Background: an optimization exercise with open tools, aiming at small area. Do not read the settings as production practice. RTL that was checked went through simulation tests only; none was proved equivalent to the original.

==> lagoon: inputs <==
==> flow/design.v <==
package complete_pkg;
    localparam int xlen      = 32;   
    localparam int pr_bits   = 6;    
    localparam int rob_bits  = 5;    
    localparam int num_fu    = 8;    
    localparam int cdb_width = 3;    
    localparam int fu_sel_bits = $clog2(num_fu);
    localparam int fu_idx_bits = fu_sel_bits + 1;
    localparam logic [fu_idx_bits-1:0] fu_idx_none = '1;   
    localparam int fr_rob_lo    = 0;
    localparam int fr_value_lo  = fr_rob_lo + rob_bits;
    localparam int fr_dest_lo   = fr_value_lo + xlen;
    localparam int fr_target_lo = fr_dest_lo + pr_bits;
    localparam int fr_take      = fr_target_lo + xlen;   
    localparam int fr_halt      = fr_take + 1;
    localparam int fr_valid     = fr_halt + 1;
    localparam int fr_bits      = fr_valid + 1;
    localparam int co_rob_lo    = 0;
    localparam int co_value_lo  = co_rob_lo + rob_bits;
    localparam int co_target_lo = co_value_lo + xlen;
    localparam int co_take      = co_target_lo + xlen;
    localparam int co_halt      = co_take + 1;
    localparam int co_valid     = co_halt + 1;
    localparam int co_bits      = co_valid + 1;
    localparam int tags_bits = cdb_width * pr_bits;
endpackage
`timescale 1ns/1ps
module priority_select8 (
    input  logic [7:0] req,
    output logic [7:0] gnt2,
    output logic [6:0] gnt1,
    output logic [5:0] gnt0
);
    always_comb begin
        logic [7:0] r1;
        logic [7:0] r0;
        logic [7:0] g1;
        logic [7:0] g0;
        for (int i = 0; i < 8; i++) begin
            gnt2[i] = req[i];
            for (int j = i + 1; j < 8; j++) begin
                if (req[j]) gnt2[i] = 1'b0;
            end
        end
        r1 = req & ~gnt2;
        for (int i = 0; i < 8; i++) begin
            g1[i] = r1[i];
            for (int j = i + 1; j < 8; j++) begin
                if (r1[j]) g1[i] = 1'b0;
            end
        end
        r0 = r1 & ~g1;
        for (int i = 0; i < 8; i++) begin
            g0[i] = r0[i];
            for (int j = i + 1; j < 8; j++) begin
                if (r0[j]) g0[i] = 1'b0;
            end
        end
        gnt1 = g1[6:0];
        gnt0 = g0[5:0];
    end
endmodule
`timescale 1ns/1ps
import complete_pkg::*;
module fu_result_slot (
    input  logic               clock,
    input  logic               reset,
    input  logic               load,
    input  logic [fr_bits-2:0] result_in,
    input  logic               grant,      
    output logic               pending,
    output logic [fr_bits-2:0] result_out
);
    always_ff @(posedge clock) begin
        if (reset) begin
            pending <= 1'b0;
        end else if (pending) begin
            pending <= ~grant;
        end else begin
            pending <= load;
        end
    end
    always_ff @(posedge clock) begin
        if (!pending) begin
            result_out <= result_in;
        end
    end
endmodule
`timescale 1ns/1ps
import complete_pkg::*;
module and_or_sel #(
    parameter int n = 8
) (
    input  logic [n-1:0] sel,
    input  logic [n-1:0] d,
    output logic         y
);
    localparam int ng = (n + 2) / 3;
    logic [ng-1:0] grp_n;
    for (genvar k = 0; k < ng; k++) begin : g_grp
        localparam int lo = 3 * k;
        localparam int w  = (n - lo) < 3 ? (n - lo) : 3;
        aoi_grp #(.w(w)) u_grp (
            .sel (sel[lo +: w]),
            .d   (d[lo +: w]),
            .y_n (grp_n[k])
        );
    end
    assign y = ~&grp_n;
endmodule
module aoi_grp #(
    parameter int w = 3
) (
    input  logic [w-1:0] sel,
    input  logic [w-1:0] d,
    output logic         y_n
);
    assign y_n = ~|(sel & d);
endmodule
module complete_stage (
    input  logic                         clock,
    input  logic                         reset,
    input  logic [num_fu-1:0]            pending,
    input  logic [num_fu*(fr_bits-1)-1:0] slot_in,
    output logic [num_fu-1:0]            grant,
    output logic [tags_bits-1:0]         cdb_tags,
    output logic [cdb_width*co_bits-1:0] complete_out
);
    localparam int sb = fr_bits - 1;   
    logic [7:0] sel2, g2;
    logic [6:0] sel1, g1;
    logic [5:0] sel0, g0;
    priority_select8 u_select (
        .req  (pending),
        .gnt2 (sel2),
        .gnt1 (sel1),
        .gnt0 (sel0)
    );
    assign grant = sel2 | {1'b0, sel1} | {2'b0, sel0};
    always_ff @(posedge clock) begin
        if (reset) begin
            g2 <= '0;
            g1 <= '0;
            g0 <= '0;
        end else begin
            g2 <= sel2;
            g1 <= sel1;
            g0 <= sel0;
        end
    end
    logic [sb-1:0][num_fu-1:0] by_bit;
    logic [num_fu-1:0]         take;
    always_comb begin
        for (int b = 0; b < sb; b++) begin
            for (int u = 0; u < num_fu; u++) begin
                by_bit[b][u] = slot_in[u*sb + b];
            end
        end
    end
    assign take = by_bit[fr_take];
    logic [cdb_width-1:0][co_bits-1:0] out;
    logic [cdb_width-1:0][pr_bits-1:0] tag;
    for (genvar ch = 0; ch < cdb_width; ch++) begin : g_ch
        localparam int n = num_fu - 2 + ch;   
        logic [n-1:0] g;
        logic [n-1:0] gt;   
        if (ch == 2) begin : g_c2
            assign g = g2;
        end else if (ch == 1) begin : g_c1
            assign g = g1;
        end else begin : g_c0
            assign g = g0;
        end
        assign gt = g & take[n-1:0];
        assign out[ch][co_valid] = |g;
        and_or_sel #(.n(n)) u_halt (.sel(g), .d(by_bit[fr_halt][n-1:0]), .y(out[ch][co_halt]));
        and_or_sel #(.n(n)) u_take (.sel(g), .d(take[n-1:0]), .y(out[ch][co_take]));
        for (genvar b = 0; b < xlen; b++) begin : g_tgt
            and_or_sel #(.n(n)) u_bit (
                .sel (gt),
                .d   (by_bit[fr_target_lo + b][n-1:0]),
                .y   (out[ch][co_target_lo + b])
            );
        end
        for (genvar b = 0; b < xlen; b++) begin : g_val
            and_or_sel #(.n(n)) u_bit (
                .sel (g),
                .d   (by_bit[fr_value_lo + b][n-1:0]),
                .y   (out[ch][co_value_lo + b])
            );
        end
        for (genvar b = 0; b < rob_bits; b++) begin : g_rob
            and_or_sel #(.n(n)) u_bit (
                .sel (g),
                .d   (by_bit[fr_rob_lo + b][n-1:0]),
                .y   (out[ch][co_rob_lo + b])
            );
        end
        for (genvar b = 0; b < pr_bits; b++) begin : g_tag
            and_or_sel #(.n(n)) u_bit (
                .sel (g),
                .d   (by_bit[fr_dest_lo + b][n-1:0]),
                .y   (tag[ch][b])
            );
        end
    end
    assign complete_out = out;
    assign cdb_tags     = {tag[2], tag[1], tag[0]};
endmodule
`timescale 1ns/1ps
import complete_pkg::*;
module complete_top (
    input  logic                         clock,
    input  logic                         reset,
    input  logic [num_fu-1:0]            fu_result_valid,
    input  logic [num_fu*fr_bits-1:0]    fu_result,
    output logic [num_fu-1:0]            fu_ready,
    output logic [tags_bits-1:0]         cdb_tags,
    output logic [cdb_width*co_bits-1:0] complete_out
);
    localparam int sb = fr_bits - 1;
    logic [num_fu-1:0]      pending;
    logic [num_fu-1:0]      grant;
    logic [num_fu*sb-1:0]   slot_result;
    for (genvar u = 0; u < num_fu; u++) begin : g_slot
        fu_result_slot u_slot (
            .clock      (clock),
            .reset      (reset),
            .load       (fu_result_valid[u]),
            .result_in  (fu_result[u*fr_bits +: sb]),
            .grant      (grant[u]),
            .pending    (pending[u]),
            .result_out (slot_result[u*sb +: sb])
        );
    end
    assign fu_ready = ~pending;
    complete_stage u_stage (
        .clock        (clock),
        .reset        (reset),
        .pending      (pending),
        .slot_in      (slot_result),
        .grant        (grant),
        .cdb_tags     (cdb_tags),
        .complete_out (complete_out)
    );
endmodule
==> flow/flow/run.sh <==
#!/bin/bash
# own flow: the standard layout, with port buffers of the smallest buffer
# and a clock tree of small buffers without dummy loads. each tool's output
# is in the orfs/logs folder; the make output is in standard.log.
export BUFFER_PORTS_ARGS="-buffer_cell sky130_fd_sc_hd__buf_1"
export CTS_ARGS="-sink_clustering_enable -repair_clock_nets -dont_use_dummy_load -buf_list {sky130_fd_sc_hd__clkbuf_4 sky130_fd_sc_hd__clkbuf_8}"
bash standard.sh > standard.log 2>&1
==> flow/standard.sh <==
#!/bin/bash
# synth_recipe.tcl (not shown) runs the flow's synth.tcl, then flattens the netlist and writes it again
# the make line also repeats each setting of config.mk as NAME=value (left out here)
make -C /OpenROAD-flow-scripts/flow DESIGN_CONFIG=/design/flow/config.mk WORK_HOME=/design/flow/orfs CLKGATE_MAP_FILE= SYNTH_SCRIPT=/design/flow/synth_recipe.tcl "${@:-finish}"
==> flow/config.mk <==
export PLATFORM = sky130hd
export DESIGN_NAME = complete_top
export DESIGN_NICKNAME = complete_top
export VERILOG_FILES = /design/flow/design.v
export SDC_FILE = /design/flow/constraint.sdc
export NUM_CORES = 4
export LEC_CHECK = 0
export CAP_MARGIN = 20
export CORE_MARGIN = 2
export CORE_UTILIZATION = 60
export SLEW_MARGIN = 20
export SYNTH_HIERARCHICAL = 1
export SYNTH_MINIMUM_KEEP_SIZE = 0
==> flow/constraint.sdc <==
create_clock -name core_clock -period 4.5 [get_ports {clock}]
set_input_delay 0.9000 -clock core_clock [delete_from_list [all_inputs] [get_ports {clock}]]
set_output_delay 0.9000 -clock core_clock [all_outputs]
set_load 0.01 [all_outputs]
==> inputs of maple, as changes to lagoon <==
--- a/flow/design.v
+++ b/flow/design.v
@@ -88,35 +88,6 @@
 endmodule
 `timescale 1ns/1ps
 import complete_pkg::*;
-module and_or_sel #(
-    parameter int n = 8
-) (
-    input  logic [n-1:0] sel,
-    input  logic [n-1:0] d,
-    output logic         y
-);
-    localparam int ng = (n + 2) / 3;
-    logic [ng-1:0] grp_n;
-    for (genvar k = 0; k < ng; k++) begin : g_grp
-        localparam int lo = 3 * k;
-        localparam int w  = (n - lo) < 3 ? (n - lo) : 3;
-        aoi_grp #(.w(w)) u_grp (
-            .sel (sel[lo +: w]),
-            .d   (d[lo +: w]),
-            .y_n (grp_n[k])
-        );
-    end
-    assign y = ~&grp_n;
-endmodule
-module aoi_grp #(
-    parameter int w = 3
-) (
-    input  logic [w-1:0] sel,
-    input  logic [w-1:0] d,
-    output logic         y_n
-);
-    assign y_n = ~|(sel & d);
-endmodule
 module complete_stage (
     input  logic                         clock,
     input  logic                         reset,
@@ -148,60 +119,29 @@
             g0 <= sel0;
         end
     end
-    logic [sb-1:0][num_fu-1:0] by_bit;
-    logic [num_fu-1:0]         take;
-    always_comb begin
-        for (int b = 0; b < sb; b++) begin
-            for (int u = 0; u < num_fu; u++) begin
-                by_bit[b][u] = slot_in[u*sb + b];
-            end
-        end
-    end
-    assign take = by_bit[fr_take];
+    logic [cdb_width-1:0][num_fu-1:0]  g;
     logic [cdb_width-1:0][co_bits-1:0] out;
     logic [cdb_width-1:0][pr_bits-1:0] tag;
-    for (genvar ch = 0; ch < cdb_width; ch++) begin : g_ch
-        localparam int n = num_fu - 2 + ch;   
-        logic [n-1:0] g;
-        logic [n-1:0] gt;   
-        if (ch == 2) begin : g_c2
-            assign g = g2;
-        end else if (ch == 1) begin : g_c1
-            assign g = g1;
-        end else begin : g_c0
-            assign g = g0;
-        end
-        assign gt = g & take[n-1:0];
-        assign out[ch][co_valid] = |g;
-        and_or_sel #(.n(n)) u_halt (.sel(g), .d(by_bit[fr_halt][n-1:0]), .y(out[ch][co_halt]));
-        and_or_sel #(.n(n)) u_take (.sel(g), .d(take[n-1:0]), .y(out[ch][co_take]));
-        for (genvar b = 0; b < xlen; b++) begin : g_tgt
-            and_or_sel #(.n(n)) u_bit (
-                .sel (gt),
-                .d   (by_bit[fr_target_lo + b][n-1:0]),
-                .y   (out[ch][co_target_lo + b])
-            );
-        end
-        for (genvar b = 0; b < xlen; b++) begin : g_val
-            and_or_sel #(.n(n)) u_bit (
-                .sel (g),
-                .d   (by_bit[fr_value_lo + b][n-1:0]),
-                .y   (out[ch][co_value_lo + b])
-            );
-        end
-        for (genvar b = 0; b < rob_bits; b++) begin : g_rob
-            and_or_sel #(.n(n)) u_bit (
-                .sel (g),
-                .d   (by_bit[fr_rob_lo + b][n-1:0]),
-                .y   (out[ch][co_rob_lo + b])
-            );
-        end
-        for (genvar b = 0; b < pr_bits; b++) begin : g_tag
-            and_or_sel #(.n(n)) u_bit (
-                .sel (g),
-                .d   (by_bit[fr_dest_lo + b][n-1:0]),
-                .y   (tag[ch][b])
-            );
+    assign g[2] = g2;
+    assign g[1] = {1'b0, g1};
+    assign g[0] = {2'b0, g0};
+    always_comb begin
+        for (int ch = 0; ch < cdb_width; ch++) begin
+            out[ch] = '0;
+            tag[ch] = '0;
+            for (int u = 0; u < num_fu; u++) begin
+                logic gu;
+                logic gt;
+                gu = g[ch][u];
+                gt = gu & slot_in[u*sb + fr_take];
+                out[ch][co_valid]              |= gu;
+                out[ch][co_halt]               |= gu & slot_in[u*sb + fr_halt];
+                out[ch][co_take]               |= gt;
+                out[ch][co_target_lo +: xlen]  |= {xlen{gt}} & slot_in[u*sb + fr_target_lo +: xlen];
+                out[ch][co_value_lo +: xlen]   |= {xlen{gu}} & slot_in[u*sb + fr_value_lo +: xlen];
+                out[ch][co_rob_lo +: rob_bits] |= {rob_bits{gu}} & slot_in[u*sb + fr_rob_lo +: rob_bits];
+                tag[ch]                        |= {pr_bits{gu}} & slot_in[u*sb + fr_dest_lo +: pr_bits];
+            end
         end
     end
     assign complete_out = out;
==> flow/run.sh (new file) <==
#!/bin/bash
# synth_recipe.tcl (not shown) runs the flow's synth.tcl, then flattens the netlist and writes it again
# the make line also repeats each setting of config.mk as NAME=value (left out here)
make -C /OpenROAD-flow-scripts/flow DESIGN_CONFIG=/design/flow/config.mk WORK_HOME=/design/flow/orfs CLKGATE_MAP_FILE= SYNTH_SCRIPT=/design/flow/synth_recipe.tcl finish
- CORE_UTILIZATION: 60 -> 40
- SYNTH_HIERARCHICAL: 1 -> not set
- SYNTH_MINIMUM_KEEP_SIZE: 0 -> not set
removed: flow/flow/run.sh
removed: flow/standard.sh
==> comparison table <==
quantity	maple	lagoon
Number of distinct standard cells referenced by the synthesized netlist	42	41
Share of async-settable or async-resettable flops after synthesis	0	0
Post-Syn Area per Cell	13.9 µm²	16.2 µm²
Number of warnings issued by yosys	3	9
Share of synthesized area spent on multiplexers	0.000763	0
Post-synthesis cell area	27900 µm²	27100 µm²
Synthesized-area fraction occupied by ao, oa, aoi and oai cells	0.217	0.213
Die width	268 µm	217 µm
Overall die height	268 µm	217 µm
Placement row count	96	77
Most repeated cell in the gate-level netlist after synthesis	sky130_fd_sc_hd__a22oi_1	sky130_fd_sc_hd__edfxtp_1
Share of the synthesized area in the top cell type	0.664	0.681
Status	finished clean	did not finish
Failing step	-	3_2_place_iop
Post-synthesis cell type with the largest combined area	sky130_fd_sc_hd__edfxtp_1	sky130_fd_sc_hd__edfxtp_1
Portion of the post-synthesis area used by sequential elements	0.684	0.703
Xor-xnor portion of the synthesized cell area	0.00157	0.00226
Number of synthesized register bits	645	645
Post-Syn Instances	2005	1678
Post-Synth Adder-Cell Area	0.000359	0.000369
Syn Nets	2639	2312
Top FF cell, synth	sky130_fd_sc_hd__edfxtp_1	sky130_fd_sc_hd__edfxtp_1
Number of flops mapped to enable cells by yosys	616	616
Synthesized-area fraction occupied by and/or/nand/nor cells	0.0677	0.0761
Starting density of the core	0.405	0.611
Function not checked in lagoon: the RTL went through the layout flow alone.

==> re-timing with driven ports <==
In the flow no input, the clock included, has a driving cell. The finished layout below was timed again as built, in two steps.
Step 1 assumes that a clkbuf_16 drives the clock port and a buf_2 every other input.
Step 2 times the ports against the registers' clock, not the clock port: input delays grow and output delays shrink by t, the midpoint of the rising clock arrivals with the driver on.
Three values: ideal, step 1, step 2; two values: the first two.
run: maple
t (ns): 0.693
setup slack, ns: 0.476 / 0.406 / 1.099
hold WS [ns]: 0.540 / 0.540 / 0.540
latest minus earliest clock arrival (ns): 0.031 / 0.031
slew at the worst register clock pin (ns): 0.06 / 0.06
After both steps setup and hold are still met in maple. The setup slack of maple moves by -0.070 ns with the drivers and by +0.623 ns with both steps.
